Background: an optimization exercise with open tools, aiming at small area and a short achievable clock period. Do not read the settings as production practice.
Where RTL was checked, it was by simulation tests only, not by an equivalence proof against the original.

Setup of try-ember:
Design aes_round_core, start of the top module:
module aes_round_core (
	input logic i_clk,
	input logic i_rst,
	input logic i_valid,
	input logic i_decrypt,
	input logic i_skip_mix,
	input aes_gf_pkg::aes_state_t i_state,
	output logic o_valid,
	output aes_gf_pkg::aes_state_t o_state
);
Size in the first run: roughly 590 flip-flops, ~260 I/O pins, about 42,000 sq um of cells after synthesis.
clock: 5.5 ns
lec_check: 0
cap_margin: 20
core_margin: 2
core_utilization: 40
cts_cluster_diameter: 50
cts_cluster_size: 30
setup_slack_margin: 3.0
slew_margin: 20
synth_hierarchical: 1
run.sh (not shown) runs the stock make flow with config.mk's settings and CLKGATE_MAP_FILE= SYNTH_SCRIPT=/design/flow/synth_recipe.tcl, a recipe that flattens the netlist after the stock synthesis.
Modified inputs, try-fjord compared to try-ember
- an added TNS_END_PERCENT of 5
- a deleted CTS_CLUSTER_SIZE that had been 30
- a deleted CTS_CLUSTER_DIAMETER that had been 50
==> notes.md <==
- try-fjord: done, clean on timing, DRC and antenna
- In the tables for try-ember and try-fjord, critical path depth reads higher with try-fjord.
- Per the comparison of try-fjord with try-ember, global-route usage moved down.
For try-garnet, these inputs were changed with respect to try-fjord:
- removing TNS_END_PERCENT (formerly 5)
- changing SETUP_SLACK_MARGIN from 3.0 to 3.2
try-garnet | stages: all done | timing, DRC, antenna: all pass. Pin slew with the least headroom to its limit: lower on try-garnet. Between try-fjord and try-garnet, the via count of the first global-routing pass is lower for try-fjord. Area of the multi-input gates: try-garnet > try-fjord. The combined flip-flop and latch cell area in try-garnet sits 3.1% above the value recorded for try-fjord. try-garnet vs. try-fjord: time the worst path needs with I/O delays and setup dropped 0.11 ns; worst-case setup margin in the final layout climbed 0.11 ns; worst hold slack barely changed. Global-route met1 utilization ends up lower on try-fjord. Compared with try-fjord, try-garnet shows number of non-clock buffers in the layout that has gone up by more than half.
What try-delta does differently from try-garnet at the input level:
- a change of SETUP_SLACK_MARGIN from 3.2 to 3.1
==> flow/flow/run.sh (new file) <==
#!/bin/bash
# The standard layout (the standard.sh, all ORFS steps unchanged), except
# that buffer_ports uses buf_1 cells for the input and output port buffers
# instead of the delay buffer it picks by default; repair still resizes them.
set -e
export BUFFER_PORTS_ARGS="-buffer_cell sky130_fd_sc_hd__buf_1"
bash standard.sh > standard.log 2>&1
==> flow/standard.sh (new file) <==
#!/bin/bash
# synth_recipe.tcl (not shown) runs the flow's synth.tcl, then flattens the netlist and writes it again
# the make line also repeats each setting of config.mk as NAME=value (left out here)
make -C /OpenROAD-flow-scripts/flow DESIGN_CONFIG=/design/flow/config.mk WORK_HOME=/design/flow/orfs CLKGATE_MAP_FILE= SYNTH_SCRIPT=/design/flow/synth_recipe.tcl "${@:-finish}"
removed: flow/run.sh
try-delta gives more data required time of the critical path than try-garnet did.
met5 as the top metal layer carrying routed signals was reported by try-delta, and met4 by try-garnet.
try-delta: first-pass GRT wire length lower than try-garnet
On highest clock rate, the higher figure sits with try-delta, not try-garnet.
Relative slew slack: try-delta < try-garnet
The standard cells in try-delta occupy less silicon area than those in try-garnet do.
Cmp try-delta and try-garnet / minimum clock period after layout / higher: try-garnet
Compared with try-garnet, try-delta shows fraction of the cycle the final worst path needs lower by 1.5 points.
Number of distinct library cells after synthesis across try-delta and try-garnet: no real change.
[diff] sum of routed wire length over all layers, try-delta relative to try-garnet: improvement

Starting RTL as in the previous note.
export LEC_CHECK = 0
export CAP_MARGIN = 20
export CORE_MARGIN = 2
export CORE_UTILIZATION = 40
export SETUP_SLACK_MARGIN = 3.0
export SLEW_MARGIN = 20
export SYNTH_HIERARCHICAL = 1
create_clock -name core_clock -period 5.5 [get_ports {i_clk}]
standard.sh (not shown) runs the stock make flow with config.mk's settings and CLKGATE_MAP_FILE= SYNTH_SCRIPT=/design/flow/synth_recipe.tcl, a recipe that flattens the netlist after the stock synthesis.
==> flow/flow/run.sh <==
#!/bin/bash
# The standard layout (the standard.sh, all ORFS steps unchanged), except
# that buffer_ports uses buf_1 cells for the input and output port buffers
# instead of the delay buffer it picks by default; repair still resizes them.
set -e
export BUFFER_PORTS_ARGS="-buffer_cell sky130_fd_sc_hd__buf_1"
bash standard.sh > standard.log 2>&1
Rerun with:
==> flow/run.sh (new file) <==
#!/bin/bash
# synth_recipe.tcl (not shown) runs the flow's synth.tcl, then flattens the netlist and writes it again
# the make line also repeats each setting of config.mk as NAME=value (left out here)
make -C /OpenROAD-flow-scripts/flow DESIGN_CONFIG=/design/flow/config.mk WORK_HOME=/design/flow/orfs CLKGATE_MAP_FILE= SYNTH_SCRIPT=/design/flow/synth_recipe.tcl finish
--- a/flow/config.mk
+++ b/flow/config.mk
@@ -10,0 +11,2 @@
+export CTS_CLUSTER_DIAMETER = 80
+export CTS_CLUSTER_SIZE = 24
removed: flow/flow/run.sh
removed: flow/standard.sh
Effect: Sequential cell count stays the same; synthesized cell count stays the same; fmax goes down slightly; clock-buffer cell count decreases by 50; routed wire length stays flat; register-to-register slack gets worse by 0.02 ns; die area does not change.
Rerun with:
==> flow/flow/run.sh (new file) <==
#!/bin/bash
# The standard layout (the standard.sh, all ORFS steps unchanged), except
# that buffer_ports uses buf_1 cells for the input and output port buffers
# instead of the delay buffer it picks by default; repair still resizes them.
set -e
export BUFFER_PORTS_ARGS="-buffer_cell sky130_fd_sc_hd__buf_1"
bash standard.sh > standard.log 2>&1
==> flow/standard.sh (new file) <==
#!/bin/bash
# synth_recipe.tcl (not shown) runs the flow's synth.tcl, then flattens the netlist and writes it again
# the make line also repeats each setting of config.mk as NAME=value (left out here)
make -C /OpenROAD-flow-scripts/flow DESIGN_CONFIG=/design/flow/config.mk WORK_HOME=/design/flow/orfs CLKGATE_MAP_FILE= SYNTH_SCRIPT=/design/flow/synth_recipe.tcl "${@:-finish}"
--- a/flow/config.mk
+++ b/flow/config.mk
@@ -11,3 +11 @@
-export CTS_CLUSTER_DIAMETER = 80
-export CTS_CLUSTER_SIZE = 24
-export SETUP_SLACK_MARGIN = 3.0
+export SETUP_SLACK_MARGIN = 2.9
removed: flow/run.sh
Routed wire length goes down by 1.7%. Register-to-register slack is worse by 0.05 ns. Design area decreases by 4.2%. First-iteration DRC count goes down by 7.0%. Worst setup slack degrades by 0.049 ns. Non-clock buffer count came out lower by 54. Maximum frequency came out lower by 1.9%. Core utilization came out lower by 2.1 points.
Rerun with:
==> flow/run.sh (new file) <==
#!/bin/bash
# synth_recipe.tcl (not shown) runs the flow's synth.tcl, then flattens the netlist and writes it again
# the make line also repeats each setting of config.mk as NAME=value (left out here)
make -C /OpenROAD-flow-scripts/flow DESIGN_CONFIG=/design/flow/config.mk WORK_HOME=/design/flow/orfs CLKGATE_MAP_FILE= SYNTH_SCRIPT=/design/flow/synth_recipe.tcl finish
--- a/flow/config.mk
+++ b/flow/config.mk
@@ -11 +11 @@
-export SETUP_SLACK_MARGIN = 2.9
+export SETUP_SLACK_MARGIN = 3.0
removed: flow/flow/run.sh
removed: flow/standard.sh
Result: Worst hold slack hardly moves; die area does not change; worst setup slack gains 0.11 ns; global-route usage rises by 0.39 points.

aes_round_core, a different RTL version from the one above (not shown whole).
For scale: about 4500 cells after synthesis, about 260 I/O pins.
export LEC_CHECK = 0
export CAP_MARGIN = 20
export CORE_MARGIN = 2
export CORE_UTILIZATION = 40
export SETUP_SLACK_MARGIN = 3.0
export SLEW_MARGIN = 20
export SYNTH_HIERARCHICAL = 1
create_clock -name core_clock -period 5.5 [get_ports {i_clk}]
run.sh (not shown) runs the stock make flow with config.mk's settings and CLKGATE_MAP_FILE= SYNTH_SCRIPT=/design/flow/synth_recipe.tcl, a recipe that flattens the netlist after the stock synthesis.
Stock flow here: none of the scripts above is used.
Change:
- SETUP_SLACK_MARGIN: 3.0 -> 2.8
Result:
- global-route usage went down by 0.51 points
- routed wire length went down by 4.1%
No functional check of the RTL was part of any run of this note.

Another version of the RTL of aes_round_core (not shown whole).
Size: roughly 4600 cells after synthesis, roughly 45000 um2 of cells after synthesis.
==> flow/config.mk <==
export PLATFORM = sky130hd
export DESIGN_NAME = aes_round_core
export DESIGN_NICKNAME = aes_round_core
export VERILOG_FILES = /design/flow/design.v
export SDC_FILE = /design/flow/constraint.sdc
export NUM_CORES = 4
export LEC_CHECK = 0
export CAP_MARGIN = 20
export CORE_MARGIN = 2
export CORE_UTILIZATION = 40
export SETUP_SLACK_MARGIN = 2.8
export SLEW_MARGIN = 20
export SYNTH_HIERARCHICAL = 1
==> flow/constraint.sdc <==
create_clock -name core_clock -period 5.5 [get_ports {i_clk}]
set_input_delay 1.1000 -clock core_clock [delete_from_list [all_inputs] [get_ports {i_clk}]]
set_output_delay 1.1000 -clock core_clock [all_outputs]
set_load 0.01 [all_outputs]
Edit:
Settings changed: SETUP_SLACK_MARGIN 2.8 to 3.0.
The new run went through all stages and came out clean; non-clock buffer count goes up by 49; critical path depth is higher by 1; utilization climbs by 2.2 points; cell count rose by 0.76%; final area is higher by 4.7%.
No run of this note included a check of the RTL's function; only the layout flow was run.

aes_round_core, a different RTL version from the one above (not shown whole).
Size: roughly 590 flip-flops, about 260 I/O pins.
## aes_round_core
module aes_round_core (
	input logic i_clk,
	input logic i_rst,
	input logic i_valid,
	input logic i_decrypt,
	input logic i_skip_mix,
	input aes_gf_pkg::aes_state_t i_state,
	output logic o_valid,
	output aes_gf_pkg::aes_state_t o_state
);
make LEC_CHECK=0 CAP_MARGIN=20 CORE_MARGIN=2 CORE_UTILIZATION=40 SETUP_SLACK_MARGIN=2.6 SLEW_MARGIN=20 SYNTH_HIERARCHICAL=1 finish   # period 5.5 ns
The first run went through all stages and came out clean.
==> next run, changes <==
Settings changed: SETUP_SLACK_MARGIN 2.6 to 3.4.
The new run finished with timing, DRC and antenna clean.
Routed wire length climbs by about 19%.
Worst hold slack gains 16 ps.
Global-route usage climbs by 2.5 points.
Worst setup slack gains 110 ps.
Non-clock buffer count climbs by 649.
Count of clock-buffer cells in the layout climbs by 5.
First-iteration DRC count drops by about 1.4%.
Synthesized area does not change.
==> next run, changes <==
Settings changed: SETUP_SLACK_MARGIN 3.4 to 3.0.
Non-clock buffer count goes down by 292; maximum frequency hardly moves; routed wire length goes down by a few percent; flip-flop and latch count is unchanged.
==> next run, changes <==
Settings changed: SETUP_SLACK_MARGIN 3.0 to 2.2.
Effect:
- via count decreases by about 6.4%
- final area decreases by 16%
- wire length went down by 11%
- maximum frequency drops by 14%

## port drivers added, routing unchanged
In the flow no input, the clock included, has a driving cell. The finished layouts below were timed again as built, in two steps. Step 1 sets driving cells, clkbuf_16 on the clock port and buf_2 on the other inputs (assumed; they add their load-dependent delay and slew). Step 2 also shifts input and output timing later by t, the mid clock arrival at the registers, as if the neighbouring blocks saw the same clock. Three values: no drivers, after step 1, after step 2; two values: the first two.
run	t (ns)	setup slack, ns	hold slack, ns	worst setup path at the end	latest minus earliest clock arrival (ns)
try-ember	0.716	3.051 / 2.978 / 2.441	0.323 / 0.323 / 0.323	input to register	0.023 / 0.023
try-fjord	0.691	2.860 / 2.807 / 2.398	0.323 / 0.323 / 0.323	input to register	0.038 / 0.038
try-garnet	0.700	2.973 / 2.973 / 2.604	0.324 / 0.324 / 0.324	input to register	0.029 / 0.029
try-delta	0.685	3.057 / 3.057 / 2.692	0.325 / 0.325 / 0.325	input to register	0.026 / 0.027
the first run of note 2	0.696	2.985 / 2.985 / 2.755	0.323 / 0.323 / 0.323	input to register	0.017 / 0.017
the second run of note 2	0.686	2.968 / 2.968 / 2.454	0.328 / 0.328 / 0.328	input to register	0.039 / 0.038
the third run of note 2	0.706	2.920 / 2.908 / 2.752	0.326 / 0.326 / 0.326	input to register	0.039 / 0.040
the fourth run of note 2	0.694	3.033 / 2.963 / 2.466	0.326 / 0.326 / 0.326	input to register	0.025 / 0.025
the first run of note 3	0.686	3.021 / 2.990 / 2.417	0.324 / 0.324 / 0.324	input to register	0.028 / 0.027
the second run of note 3	0.704	2.835 / 2.763 / 2.327	0.323 / 0.323 / 0.323	input to register	0.028 / 0.028
the first run of note 4	0.699	2.824 / 2.799 / 2.446	0.327 / 0.327 / 0.327	input to register	0.029 / 0.030
the second run of note 4	0.702	3.027 / 2.999 / 2.441	0.327 / 0.327 / 0.327	input to register	0.029 / 0.029
the first run of note 5	0.680	2.702 / 2.635 / 2.463	0.323 / 0.323 / 0.323	input to register	0.025 / 0.026
the second run of note 5	0.704	2.808 / 2.808 / 2.803	0.339 / 0.339 / 0.339	input to register	0.022 / 0.023
the third run of note 5	0.691	2.813 / 2.813 / 2.484	0.325 / 0.325 / 0.325	input to register	0.023 / 0.023
the fourth run of note 5	0.684	2.392 / 2.392 / 2.392	0.329 / 0.329 / 0.329	register to register	0.016 / 0.017
After both steps setup and hold are still met in every run listed. The setup slack of try-ember, which loses most, moves by -0.073 ns with the drivers and by -0.610 ns with both steps.
